What follows belongs to an exercise in optimizing a design on an open flow for a short achievable clock period and few clock cycles; a production flow would make more cautious choices.
No functional check of the RTL was part of this run.
Power figures rest on the tool's default switching activity, not on a simulated workload.

--- design.v ---
package y86_pkg;
    typedef logic [63:0] word_t;
    typedef logic [3:0]  reg_id_t;
    typedef enum logic [2:0] {
        s_bub = 3'h0,
        s_aok = 3'h1,
        s_hlt = 3'h2,
        s_adr = 3'h3,
        s_ins = 3'h4
    } stat_t;
    typedef struct packed {
        reg_id_t dst_e;
        word_t   val_e;
        reg_id_t dst_m;
        word_t   val_m;
    } reg_write_t;
endpackage
module y86_pipeline (
    input  logic                clock,
    input  logic                reset,
    output y86_pkg::word_t      imem_addr,
    input  logic [79:0]         imem_bytes,
    output y86_pkg::reg_write_t reg_write,
    output y86_pkg::stat_t      stat
);
    localparam logic [3:0] RNONE = 4'hf;
    logic [63:0] pc;             
    logic [63:0] pc_out;         
    logic [63:0] rf [15];        
    logic [63:0] dmem [64];      
    logic        cc_zf;          
    logic        cc_lt;
    logic        x_op;           
    logic        x_sub;
    logic        x_and;
    logic        x_xor;
    logic        x_rr;           
    logic        x_mr;           
    logic        x_rm;           
    logic [3:0]  x_ifun;
    logic [3:0]  x_dst;          
    logic [63:0] x_a;
    logic [63:0] x_b;
    logic [63:0] x_sd;           
    logic [3:0]  o_dst_e;
    logic [63:0] o_val_e;
    logic [3:0]  o_dst_m;
    logic [63:0] o_val_m;
    logic [2:0]  o_stat;
    assign imem_addr       = pc_out;
    assign reg_write.dst_e = o_dst_e;
    assign reg_write.val_e = o_val_e;
    assign reg_write.dst_m = o_dst_m;
    assign reg_write.val_m = o_val_m;
    assign stat            = y86_pkg::stat_t'(o_stat);
    function automatic logic cond(input logic [3:0] fn, input logic zf, input logic lt);
        case (fn)
            4'd0:    cond = 1'b1;
            4'd1:    cond = lt | zf;
            4'd2:    cond = lt;
            4'd3:    cond = zf;
            4'd4:    cond = !zf;
            4'd5:    cond = !lt;
            4'd6:    cond = !lt && !zf;
            default: cond = 1'b0;
        endcase
    endfunction
    logic [63:0] xa_add;         
    logic [64:0] x_sum;
    logic [63:0] x_res;
    logic        x_zf;
    logic        x_lt;
    logic [63:0] x_zero_ok;
    logic [5:0]  x_idx;
    logic        x_adr;
    logic [63:0] x_ld;
    logic        x_cnd;
    logic [3:0]  x_wdst;         
    logic [63:0] x_wval;
    assign xa_add = x_sub ? ~x_a : x_a;
    assign x_sum  = {1'b0, x_b} + {1'b0, xa_add} + {64'h0, x_sub};
    always_comb begin
        if (x_and)      x_res = x_b & x_a;
        else if (x_xor) x_res = x_b ^ x_a;
        else            x_res = x_sum[63:0];
    end
    assign x_zero_ok[0] = (x_b[0] ^ xa_add[0]) == x_sub;
    for (genvar i = 1; i < 64; i++) begin : g_zf
        assign x_zero_ok[i] = (x_b[i] ^ xa_add[i]) == (x_b[i-1] | xa_add[i-1]);
    end
    always_comb begin
        if (x_and) begin
            x_zf = (x_b & x_a) == 64'h0;
            x_lt = x_b[63] & x_a[63];
        end else if (x_xor) begin
            x_zf = x_b == x_a;
            x_lt = x_b[63] ^ x_a[63];
        end else begin
            x_zf = &x_zero_ok;
            x_lt = x_b[63] ^ xa_add[63] ^ x_sum[64];
        end
    end
    logic [8:0] x_lo_sum;
    assign x_lo_sum = x_b[8:0] + x_a[8:0];
    assign x_idx    = x_lo_sum[8:3];
    assign x_adr    = (x_mr || x_rm) && (x_sum[63:9] != 55'h0);
    assign x_ld     = dmem[x_idx];
    assign x_cnd  = cond(x_ifun, cc_zf, cc_lt);
    assign x_wdst = (x_rr && !x_cnd) ? RNONE : x_dst;
    assign x_wval = x_mr ? x_ld : x_res;
    logic [3:0]  f_icode;
    logic [3:0]  f_ifun;
    logic [3:0]  f_ra;
    logic [3:0]  f_rb;
    logic        f_halt, f_nop, f_rr, f_ir, f_rm, f_mr, f_op, f_j, f_bad;
    logic [3:0]  f_srca;
    logic [3:0]  f_srcb;
    logic [63:0] f_vala;
    logic [63:0] f_valb;
    logic [63:0] f_valc;
    logic        f_zf;
    logic        f_lt;
    logic        f_taken;
    logic [63:0] f_seq;
    logic [63:0] f_next;
    assign f_icode = imem_bytes[7:4];
    assign f_ifun  = imem_bytes[3:0];
    assign f_ra    = imem_bytes[15:12];
    assign f_rb    = imem_bytes[11:8];
    assign f_valc  = imem_bytes[79:16];
    assign f_halt = f_icode == 4'h0;
    assign f_nop  = f_icode == 4'h1;
    assign f_rr   = f_icode == 4'h2;
    assign f_ir   = f_icode == 4'h3;
    assign f_rm   = f_icode == 4'h4;
    assign f_mr   = f_icode == 4'h5;
    assign f_op   = f_icode == 4'h6;
    assign f_j    = f_icode == 4'h7;
    assign f_bad  = f_icode[3];
    assign f_srca = (f_rr || f_rm || f_op) ? f_ra : RNONE;
    assign f_srcb = (f_op || f_rm || f_mr) ? f_rb : RNONE;
    always_comb begin
        if (f_srca == RNONE)       f_vala = 64'h0;
        else if (f_srca == x_wdst) f_vala = x_wval;
        else                       f_vala = rf[f_srca];
        if (f_srcb == RNONE)       f_valb = 64'h0;
        else if (f_srcb == x_wdst) f_valb = x_wval;
        else                       f_valb = rf[f_srcb];
    end
    assign f_zf    = x_op ? x_zf : cc_zf;
    assign f_lt    = x_op ? x_lt : cc_lt;
    assign f_taken = f_j && cond(f_ifun, f_zf, f_lt);
    always_comb begin
        if (f_rr || f_op)              f_seq = pc + 64'd2;
        else if (f_ir || f_rm || f_mr) f_seq = pc + 64'd10;
        else if (f_j)                  f_seq = pc + 64'd9;
        else                           f_seq = pc + 64'd1;
    end
    assign f_next = f_taken ? imem_bytes[71:8] : f_seq;
    always_ff @(posedge clock) begin
        if (reset) begin
            pc     <= 64'h0;
            pc_out <= 64'h0;
            cc_zf  <= 1'b1;
            cc_lt  <= 1'b0;
            x_op   <= 1'b0;
            x_sub  <= 1'b0;
            x_and  <= 1'b0;
            x_xor  <= 1'b0;
            x_rr   <= 1'b0;
            x_mr   <= 1'b0;
            x_rm   <= 1'b0;
            x_ifun <= 4'h0;
            x_dst  <= RNONE;
        end else begin
            pc     <= f_next;
            pc_out <= f_next;
            if (x_op) begin
                cc_zf <= x_zf;
                cc_lt <= x_lt;
            end
            x_op   <= f_op;
            x_sub  <= f_op && f_ifun == 4'h1;
            x_and  <= f_op && f_ifun == 4'h2;
            x_xor  <= f_op && f_ifun == 4'h3;
            x_rr   <= f_rr;
            x_mr   <= f_mr;
            x_rm   <= f_rm;
            x_ifun <= f_ifun;
            x_dst  <= (f_rr || f_ir || f_op) ? f_rb : (f_mr ? f_ra : RNONE);
        end
    end
    always_ff @(posedge clock) begin
        x_a  <= (f_rr || f_op) ? f_vala : f_valc;
        x_b  <= (f_op || f_rm || f_mr) ? f_valb : 64'h0;
        x_sd <= f_vala;
    end
    always_ff @(posedge clock) begin
        if (reset) begin
            for (int i = 0; i < 15; i++) rf[i] <= 64'h0;
        end else if (x_wdst != RNONE) begin
            rf[x_wdst] <= x_wval;
        end
    end
    always_ff @(posedge clock) begin
        if (x_rm) dmem[x_idx] <= x_sd;
    end
    always_ff @(posedge clock) begin
        if (reset) begin
            o_stat  <= 3'd1;
            o_dst_e <= RNONE;
            o_dst_m <= RNONE;
        end else if (o_stat != 3'd1) begin
            o_dst_e <= RNONE;
            o_dst_m <= RNONE;
        end else begin
            o_dst_e <= x_mr ? RNONE : x_wdst;
            o_dst_m <= (x_mr && !x_adr) ? x_dst : RNONE;
            if (x_adr)      o_stat <= 3'd3;
            else if (f_bad)  o_stat <= 3'd4;
            else if (f_halt) o_stat <= 3'd2;
        end
    end
    always_ff @(posedge clock) begin
        o_val_e <= x_res;
        o_val_m <= x_ld;
    end
endmodule
--- run.sh ---
#!/bin/bash
# synth_recipe.tcl (not shown) runs the flow's synth.tcl, then flattens the netlist and writes it again
# the make line also repeats each setting of config.mk as NAME=value (left out here)
make -C /OpenROAD-flow-scripts/flow DESIGN_CONFIG=/design/flow/config.mk WORK_HOME=/design/flow/orfs CLKGATE_MAP_FILE= SYNTH_SCRIPT=/design/flow/synth_recipe.tcl finish
--- config.mk ---
export PLATFORM = sky130hd
export DESIGN_NAME = y86_pipeline
export DESIGN_NICKNAME = y86_pipeline
export VERILOG_FILES = /design/flow/design.v
export SDC_FILE = /design/flow/constraint.sdc
export NUM_CORES = 8
export LEC_CHECK = 0
export CAP_MARGIN = 20
export CORE_MARGIN = 2
export CORE_UTILIZATION = 30
export PLACE_DENSITY = 0.5
export SLEW_MARGIN = 20
--- constraint.sdc ---
create_clock -name core_clock -period 9.0 [get_ports {clock}]
set_input_delay 1.8000 -clock core_clock [delete_from_list [all_inputs] [get_ports {clock}]]
set_output_delay 1.8000 -clock core_clock [all_outputs]
set_load 0.01 [all_outputs]
==> impl_metrics.csv <==
group,metric,value,unit
setup_path,rr_endpoint,"x_a[41]$_DFF_P_",
floorplan,start_util,30.1,%
route,first_pass_iters,11,
placed_design,gp_congestion,0.969,
route,drt-total-wl,1010,mm
finish,fin_util,34.9,%
setup_path,regToRegSetupSlack,1.67,ns
finish,drive_gt1_share,11.0,%
min_path,hp-class,"register to register",
timing,max_freq,136,MHz
setup_path,setup.worst_path.end_class,"register",
clocking,ctsHoldBuffers,0,
synth,ys_types,110,
setup_path,crit_fanout,44,
synth,synth_ff_type,"edfxtp_1",
synth,ys_async_sr_fraction,0,%
min_path,min_path_cells,1,
floorplan,die_width,879,um
timing,period_share,81.4,%
timing,period_needed,7.33,ns
timing,tns,0,ns
synth,synth_cells,17100,
clocking,cts_root_buf,"clkbuf_16",
route,viasPerCell,5.89,
timing,slew_headroom,7.32,%
setup_path,cpLargestDelayFamily,"compound AO/OA/AOI/OAI gates",
timing,slew_viol_final,0,
finish,area_growth,15.9,%
finish,multi_input_area,62700,um2
route,drt_iter0_markers,26000,
finish,layout_common_cells,"edfxtp_1, nand2_1, nor2_1",
setup_path,worstSetupStartpointType,"register",
floorplan,core-area,764000,um2
finish,final_common_cell,"edfxtp_1",
synth,ys_warn_count,1,
clocking,htree_num_levels,6,
timing,hold_viol,0,
route,vias,165000,
synth,synth_edf_count,5120,
finish,fillerInstances,74000,
min_path,min_to,"o_stat[2]$_SDFFE_PP0P_",
floorplan,floorplan.die_area,773000,um2
clocking,insertion_delay,1.17,ns
global_route,grt_overflow,0,
clocking,cts_inserted_buffers,612,
timing,worst_slack,1.67,ns
synth,synth_seq_cells,5532,
timing,fin_skew,0.102,ns
setup_path,path_cells,"buf_4, xor2_1, inv_1, ha_1, a21oi_1, o21ai_1, a221oi_1, o21bai_1, a211oi_1, xor2_1, o221ai_2, mux2i_4, o21a_1, o31ai_1",
synth,yosysTopAreaCell,"edfxtp_1",
setup_path,setup.worst_path.class,"register to register",
floorplan,rows,321,
timing,rsz0062_at_grt,"false",
placed_design,place_inst,26800,
synth,yosys.area.top_type_share,66.9,%
setup_path,crit_path_frequent_cell,"xor2_1",
global_route,antenna_found_initial,76,
power_and_ir_drop,p_leak,0.0859,uW
clocking,tritoncts,"built",
route,wl_per_cell,36.1,um
job,drv_cap,0,
global_route,grt_pass1_vias,155000,
synth,synthTopCellsByArea,"edfxtp_1, nand2_1, dfxtp_1",
outcome,status,"timing/DRC/antenna clean",
synth,yosysSeqAreaShare,70.5,%
clocking,clock_path_buffers,4,
synth,netlist_area,230000,um2
route,ant_nets,0,
placed_design,place_ws,1.93,ns
timing,worstMarginPinSlew,1.39,ns
clocking,clk_pin_slew,0.07,ns
power_and_ir_drop,power.density,244,nW/um2
finish,seqCellArea,162000,um2
power_and_ir_drop,ir_drop,0.245,mV
setup_path,slowest_stage,"o221ai_2",
min_path,hold_start,"o_stat[2]$_SDFFE_PP0P_",
route,route.detailed.drc,0,
setup_path,arrival,8.23,ns
clocking,cts_setup_buffers,0,
placed_design,dp_hpwl,599,mm
clocking,cts-resized-gates,0,
finish,fin_cells,28000,
floorplan,die_h,879,um
setup_path,crit_buf_inv,2,
setup_path,worstReg2RegStart,"x_sub$_SDFF_PP0_",
placed_design,port_buffers,284,
global_route,grt_max_degree,132,
setup_path,max_stage_delay,1.06,ns
finish,layout.nets,17500,
setup_path,crit_required,9.90,ns
global_route,grt_pass1_wl,1360,mm
synth,avgSynthCellArea,13.4,um2
timing,setup_viol,0,
timing,holdWs,0.581,ns
clocking,clkSinkCount,5532,
floorplan,io_pins,285,
setup_path,ff2ff_path_depth,14,
global_route,grt_usage,25.1,%
[routing by layer]
layer	global-route usage (%)	up-vias	part of all wire (%)
li1	-	66900	-
met1	33.9	85900	40
met2	38.8	10400	45
met3	4.58	1832	9.8
met4	12.5	10	5.6
met5	0	-	0.0065
[Yosys cell counts (all sizes together), types with 120 or more instances]
cell type and instances:
buf 544, nor2 1411, o21ai 551, a41oi 202, a222oi 346, nand3 312, ha 192, nor2b 250
a31oi 327, mux2 153, edfxtp 5120, a21oi 635, inv 238, a22oi 636, o221ai 143, nand2 2209
o22ai 133, dfxtp 412, clkbuf 821, nor3 224, mux2i 261, a221oi 252, nor4 141, xor2 143
a211oi 155, a311oi 120
[report_power, final]
part / internal (uW) / total, uW / switching (uW)
logic: 2810 / 10700 / 7930
registers: 29200 / 29900 / 693
clock network: 13500 / 24400 / 10900
[cells by family (layout without fill, tap and decap cells)]
family	count (synthesis)	after routing	synth area share (%)
mux	416	416	2.07
flops	5532	5532	70.5
xor+xnor	214	214	0.815
fa+ha+maj	193	193	1.05
compound gates	4253	4253	13.5
buf+inv	1603	2192	2.97
other cells	1	181	0.00163
simple gates	4882	4882	9.17
[how the worst max path moves through the flow]
stage | end | start | depth (start not counted) | slack, ns
6_report | x_a[41]$_DFF_P_ | x_sub$_SDFF_PP0_ | 14 | 1.67
4_1_cts | x_a[31]$_DFF_P_ | x_b[3]$_SDFF_PP0_ | 14 | 1.89
3_5_place_dp | x_a[31]$_DFF_P_ | x_b[3]$_SDFF_PP0_ | 14 | 1.93
3_3_place_gp | x_b[18]$_SDFF_PP0_ | imem_bytes[6] | 11 | 1.25
5_1_grt | x_a[44]$_DFF_P_ | x_b[3]$_SDFF_PP0_ | 14 | 1.76
2_1_floorplan | dmem[0][0]$_DFFE_PP_ | x_a[4]$_DFF_P_ | 14 | 3.04
[cell type report]
class	count	area share, %
antenna	117	0.110
clock buffer	799	6.15
clock inverter	295	1.04
inverter	238	0.338
multi-input combinational	10000	23.5
sequential	5532	60.8
tap	10200	4.78
timing repair buffer	860	3.22
[registers in the layout, indices dropped and copies added (netlist names), 3 cells and up]
signal,flops
x_a,64
o_dst_m,4
dmem,4096
rf,1024
x_dst,4
x_sd,64
o_stat,3
pc_out,64
o_val_m,64
x_b,64
o_val_e,64
o_dst_e,4
x_ifun,4
[metrics by stage]
step / instance area, um2 / power, uW
2_1_floorplan: 230000 / 35100
3_3_place_gp: 247000 / 40800
3_5_place_dp: 247000 / 40900
4_1_cts: 266000 / 65000
5_1_grt: 266000 / 66400
6_report: 267000 / 65000

## separate check: timing with driven ports
The flow's constraints put no driver on any port. The routed layout listed below was extracted and timed again, unchanged, in two steps.
Step 1: set_driving_cell puts a clkbuf_16 on clock and a buf_2 on each other input, an assumption about the parent block.
Step 2 times the ports against the registers' clock, not the clock port: input delays grow and output delays shrink by t, the midpoint of the rising clock arrivals with the driver on.
Slacks: ideal ports / drivers / drivers and shift; pairs: ideal ports / drivers.
t, ns: 1.284
setup slack, ns: 1.671 / 1.671 / 1.671
hold slack, ns: 0.581 / 0.581 / 0.581
worst data-port slew with drivers (ns): 0.43
After both steps this run still meets setup and hold. The setup slack of this run moves by 0.000 ns with the drivers and by 0.000 ns with both steps.
